This design comes from an exercise in tuning for small area and a short achievable clock period on the open sky130 flow, not from production work. In this exercise RTL edits were held to simulation tests only and were not proved equivalent to the original. Power is estimated from default activity; no workload was simulated.

## job 9091
## mips_core
module mips_core
   (
      input  logic                  i_clock,
      input  logic                  i_arst_n,
      input  logic                  i_run,
      input  logic                  i_load_en,
      input  logic [PC_W-1:0]       i_load_addr,
      input  logic [INSTR_W-1:0]    i_load_data,
      output logic [PC_W-1:0]       o_pc,
      output logic                  o_halt,
      output logic                  o_wb_en,
      output logic [REG_ADDR_W-1:0] o_wb_reg,
      output logic [DATA_W-1:0]     o_wb_data
   );
   logic [PC_W-1:0]       pc;
   logic                  halted;
   logic                  cur_wr_en;
   logic [REG_ADDR_W-1:0] cur_wr_reg;
   logic [DATA_W-1:0]     cur_op_a;       
   logic [DATA_W-1:0]     cur_op_b;
   logic                  cur_sub;
   logic                  cur_sel_and;
   logic                  cur_sel_or;
   logic                  cur_sel_slt;
   logic                  cur_halt;
   logic [PC_W-1:0]       cur_next_pc;    
   logic [7:0]            cur_fetch_hi;   
   logic [7:0]            cur_fetch_lo;   
   logic [DATA_W-1:0] result;
   logic [DATA_W-1:0] result_port;
   logic              result_zero;
   execute u_execute_1 (
      .i_op_ax   (cur_op_a),
      .i_op_b    (cur_op_b),
      .i_sub     (cur_sub),
      .i_sel_and (cur_sel_and),
      .i_sel_or  (cur_sel_or),
      .i_sel_slt (cur_sel_slt),
      .o_result      (result),
      .o_result_port (result_port)
   );
  ...
Settings: LEC_CHECK=0, CAP_MARGIN=20, CORE_MARGIN=2, CORE_UTILIZATION=50, CTS_CLUSTER_DIAMETER=90, CTS_CLUSTER_SIZE=22, SETUP_SLACK_MARGIN=3, SLEW_MARGIN=20, SYNTH_HIERARCHICAL=1, SYNTH_MINIMUM_KEEP_SIZE=0; clock period 12.5 ns.
standard.sh (not shown) runs the stock make flow with config.mk's settings and CLKGATE_MAP_FILE= SYNTH_SCRIPT=/design/flow/synth_recipe.tcl, a recipe that flattens the netlist after the stock synthesis.
==> flow/flow/run.sh <==
#!/bin/bash
# Layout flow: the standard flow (standard.sh) with these changes, made for
# timing, not for what is measured:
#  - from placement on, the setup margin that timing repair aims for is
#    raised, so the resizer keeps shortening the critical paths below the
#    clock period (the floorplan's repair, before any wire is known, keeps the
#    margin of config.mk);
#  - ports are buffered with sky130_fd_sc_hd__buf_4 instead of the default
#    cell, so that repair can size them like any other buffer;
#  - the pins i_run and o_wb_en are placed next to each other (flow/io.tcl).
# The synthesis is the standard one. Each step's output goes to its own log
# in this folder (ORFS also keeps its per-stage logs under orfs/logs).
set -euo pipefail
MARGIN=7.3
bash standard.sh synth > log_synth.txt 2>&1
sed -e "s/SETUP_SLACK_MARGIN=[^ ]*/SETUP_SLACK_MARGIN=${MARGIN}/" standard.sh > layout.sh
export BUFFER_PORTS_ARGS="-buffer_cell sky130_fd_sc_hd__buf_4"
export PRE_IO_PLACEMENT_TCL="$PWD/flow/io.tcl"
bash standard.sh floorplan > log_floorplan.txt 2>&1
bash layout.sh place > log_place.txt 2>&1
bash layout.sh cts > log_cts.txt 2>&1
bash layout.sh route > log_route.txt 2>&1
bash layout.sh finish > log_finish.txt 2>&1
==> flow/flow/io.tcl <==
# Keep i_run and o_wb_en, the ends of the one path from an input straight to
# an output, next to each other on the die's edge.
set_io_pin_constraint -pin_names {i_run o_wb_en} -group -order
Job 9091 did not stop at any stage, and its layout met the timing, DRC and antenna checks.
Modified inputs, job 9994 compared to job 9091
- swapping 50 for 52 in CORE_UTILIZATION
--- a/flow/flow/run.sh
+++ b/flow/flow/run.sh
@@ -12,5 +12,5 @@
 # in this folder (ORFS also keeps its per-stage logs under orfs/logs).
 set -euo pipefail
-MARGIN=7.3
+MARGIN=7
 bash standard.sh synth > log_synth.txt 2>&1
 sed -e "s/SETUP_SLACK_MARGIN=[^ ]*/SETUP_SLACK_MARGIN=${MARGIN}/" standard.sh > layout.sh
Notes after the runs:
Diff job 9091 -> job 9994: final cell count without fillers went down; via count went up; met1 routing resource usage after global routing went up; design area went down.
Lower met3 track demand over resource among job 9091 and job 9994: job 9091
Density: job 9994 denser than job 9091
Final wirelength ends up higher on job 9091.
Launching instance or port of the critical path = i_run: job 9091; launching instance or port of the critical path = g_state[12].u_bit.o_q$_DFF_P_: job 9994
Summary of job 9994 over job 9091: number of inserted filler cells in the final layout down 953, setup slack decreased by 0.23 ns relative to the old numbers.
Edits applied to the flow inputs when going from job 9994 to job 2005:
- CORE_UTILIZATION now 50, was 52
--- a/flow/flow/run.sh
+++ b/flow/flow/run.sh
@@ -12,5 +12,5 @@
 # in this folder (ORFS also keeps its per-stage logs under orfs/logs).
 set -euo pipefail
-MARGIN=7
+MARGIN=7.4
 bash standard.sh synth > log_synth.txt 2>&1
 sed -e "s/SETUP_SLACK_MARGIN=[^ ]*/SETUP_SLACK_MARGIN=${MARGIN}/" standard.sh > layout.sh
==> run notes <==
Job 2005 vs job 9994, final estimated routing congestion in global placement went down by about 0.8%. Changes observed in job 2005 relative to job 9994: area added between synthesis and finish went up 4.2 points; delay of the slowest critical-path stage went down 0.37 ns; critical path arrival went down 3.46 ns; final setup slack of the worst path went up 0.23 ns. Comparing job 2005 against job 9994, there is no change at all in final count of hold timing violations. ~same wire length of the first global-routing pass in job 2005 and job 9994. Taking job 9994 as the reference, in job 2005 sum of routed wire length over all layers +about 1.8%; number of cell rows +about 2.4%.

Setup of exp/ember:
mips_core again, from the RTL that the note above started with.
## mips_core
module mips_core
   (
      input  logic                  i_clock,
      input  logic                  i_arst_n,
      input  logic                  i_run,
      input  logic                  i_load_en,
      input  logic [PC_W-1:0]       i_load_addr,
      input  logic [INSTR_W-1:0]    i_load_data,
      output logic [PC_W-1:0]       o_pc,
      output logic                  o_halt,
      output logic                  o_wb_en,
      output logic [REG_ADDR_W-1:0] o_wb_reg,
      output logic [DATA_W-1:0]     o_wb_data
   );
   logic [PC_W-1:0]       pc;
   logic                  halted;
   logic                  cur_wr_en;
   logic [REG_ADDR_W-1:0] cur_wr_reg;
   logic [DATA_W-1:0]     cur_op_a;       
   logic [DATA_W-1:0]     cur_op_b;
   logic                  cur_sub;
   logic                  cur_sel_and;
   logic                  cur_sel_or;
   logic                  cur_sel_slt;
   logic                  cur_halt;
   logic [PC_W-1:0]       cur_next_pc;    
   logic [7:0]            cur_fetch_hi;   
   logic [7:0]            cur_fetch_lo;   
   logic [DATA_W-1:0] result;
   logic [DATA_W-1:0] result_port;
   logic              result_zero;
   execute u_execute_1 (
      .i_op_ax   (cur_op_a),
      .i_op_b    (cur_op_b),
      .i_sub     (cur_sub),
      .i_sel_and (cur_sel_and),
      .i_sel_or  (cur_sel_or),
      .i_sel_slt (cur_sel_slt),
      .o_result      (result),
      .o_result_port (result_port)
   );
   assign result_zero = (result == '0);
   assign o_pc      = pc;
   assign o_halt    = halted;
   cell_and2 u_wb_en (.a(cur_wr_en), .b(i_run), .y(o_wb_en));
  ...
clock: 12.5 ns
lec_check: 0
cap_margin: 20
core_margin: 2
core_utilization: 52
cts_cluster_diameter: 90
cts_cluster_size: 22
setup_slack_margin: 3
slew_margin: 20
synth_hierarchical: 1
synth_minimum_keep_size: 0
==> flow/flow/run.sh <==
#!/bin/bash
# Layout flow: the standard flow (standard.sh) with these changes, made for
# timing, not for what is measured:
#  - from placement on, the setup margin that timing repair aims for is
#    raised, so the resizer keeps shortening the critical paths below the
#    clock period (the floorplan's repair, before any wire is known, keeps the
#    margin of config.mk);
#  - ports are buffered with sky130_fd_sc_hd__buf_4 instead of the default
#    cell, so that repair can size them like any other buffer;
#  - the pins i_run and o_wb_en are placed next to each other (flow/io.tcl).
# The synthesis is the standard one. Each step's output goes to its own log
# in this folder (ORFS also keeps its per-stage logs under orfs/logs).
set -euo pipefail
MARGIN=7.2
bash standard.sh synth > log_synth.txt 2>&1
sed -e "s/SETUP_SLACK_MARGIN=[^ ]*/SETUP_SLACK_MARGIN=${MARGIN}/" standard.sh > layout.sh
export BUFFER_PORTS_ARGS="-buffer_cell sky130_fd_sc_hd__buf_4"
export PRE_IO_PLACEMENT_TCL="$PWD/flow/io.tcl"
bash standard.sh floorplan > log_floorplan.txt 2>&1
bash layout.sh place > log_place.txt 2>&1
bash layout.sh cts > log_cts.txt 2>&1
bash layout.sh route > log_route.txt 2>&1
bash layout.sh finish > log_finish.txt 2>&1
Scripts as last shown in full above: flow/flow/io.tcl
Input-level comparison between exp/juniper and exp/ember:
diff --git a/flow/flow/run.sh b/flow/flow/run.sh
--- a/flow/flow/run.sh
+++ b/flow/flow/run.sh
@@ -14 +14 @@
-MARGIN=7.2
+MARGIN=7.4
[summary]
On first-pass GRT wire length: between exp/juniper and exp/ember, it ends up lower for exp/ember. Between exp/juniper and exp/ember, the difference in fraction of area in multi-input gates is negligible. Taking exp/ember as the reference, in exp/juniper final worst slack increased 47 ps, minimum period implied by the final worst setup slack now smaller, part of the power in registers saw a decrease, cell count saw an increase, power share of the combinational group up 0.8 points.
diff inputs: exp/juniper => exp/indigo
# exp/juniper
export LEC_CHECK = 0
export CAP_MARGIN = 20
export CORE_MARGIN = 2
export CORE_UTILIZATION = 52
export CTS_CLUSTER_DIAMETER = 90
export CTS_CLUSTER_SIZE = 22
export SETUP_SLACK_MARGIN = 3
export SLEW_MARGIN = 20
export SYNTH_HIERARCHICAL = 1
export SYNTH_MINIMUM_KEEP_SIZE = 0
create_clock -name core_clock -period 12.5 [get_ports {i_clock}]
# exp/indigo
export LEC_CHECK = 0
export CAP_MARGIN = 20
export CORE_MARGIN = 2
export CORE_UTILIZATION = 52
export CTS_CLUSTER_DIAMETER = 90
export CTS_CLUSTER_SIZE = 25
export SETUP_SLACK_MARGIN = 3
export SLEW_MARGIN = 20
export SYNTH_HIERARCHICAL = 1
export SYNTH_MINIMUM_KEEP_SIZE = 0
create_clock -name core_clock -period 12.5 [get_ports {i_clock}]
diff --git a/flow/flow/run.sh b/flow/flow/run.sh
--- a/flow/flow/run.sh
+++ b/flow/flow/run.sh
@@ -14 +14 @@
-MARGIN=7.4
+MARGIN=6.95
==> run notes <==
exp/indigo against exp/juniper; count of fill cells added during filler insertion is up by a few percent. In exp/indigo, met1 demand-to-capacity share in global routing is lower than in exp/juniper. STATUS clock skew: exp/indigo wins against exp/juniper. Relative to exp/juniper, overall routed net length has decreased by 2.6% in exp/indigo. Going from exp/juniper to exp/indigo, register-to-register slack decreased by 410 ps relative to the old numbers, via count decreased about 1.6%, post-route total power fell 1.4%. The more densely filled core belongs to exp/juniper, not exp/indigo. exp/indigo vs exp/juniper, DRC violation total after the first TritonRoute iteration went down by 536. Cmp exp/juniper and exp/indigo / cell area / higher: exp/juniper.

[port drivers added, routing unchanged]
The flow's constraints put no driver on any port. The routed layouts listed below were extracted and timed again, unchanged, in two steps. Step 1 (the two cells are an assumption about what drives the block):
set clk [get_ports {i_clock}]
set_driving_cell -lib_cell sky130_fd_sc_hd__clkbuf_16 $clk
set_driving_cell -lib_cell sky130_fd_sc_hd__buf_2 [delete_from_list [all_inputs] $clk]
Step 2 moves the port delays by t, midway between the first and last clock arrival at a register: inputs arrive t later, outputs are due t later. That takes back most of the time a late clock gives input paths. Three values: ideal, step 1, step 2; two values: the first two.
run | t, ns | slack for setup (ns) | hold slack, ns | worst register clock-pin slew, ns | cell pins on the clock port's net
job 9091 | 0.944 | 7.043 / 6.705 / 6.017 | 0.488 / 0.488 / 0.488 | 0.10 / 0.10 | 1
job 9994 | 0.946 | 6.817 / 6.719 / 5.773 | 0.483 / 0.483 / 0.483 | 0.10 / 0.10 | 1
job 2005 | 0.942 | 7.043 / 6.705 / 6.023 | 0.486 / 0.486 / 0.486 | 0.10 / 0.10 | 1
exp/ember | 0.950 | 7.029 / 6.718 / 5.981 | 0.478 / 0.478 / 0.478 | 0.11 / 0.11 | 1
exp/juniper | 0.946 | 7.076 / 6.723 / 6.084 | 0.483 / 0.483 / 0.483 | 0.11 / 0.11 | 1
exp/indigo | 0.937 | 6.728 / 6.623 / 5.865 | 0.490 / 0.490 / 0.490 | 0.11 / 0.11 | 1
After both steps setup and hold are still met in every run listed. For exp/ember, which loses most, drivers alone change the setup slack by -0.311 ns; drivers and shift together by -1.048 ns.
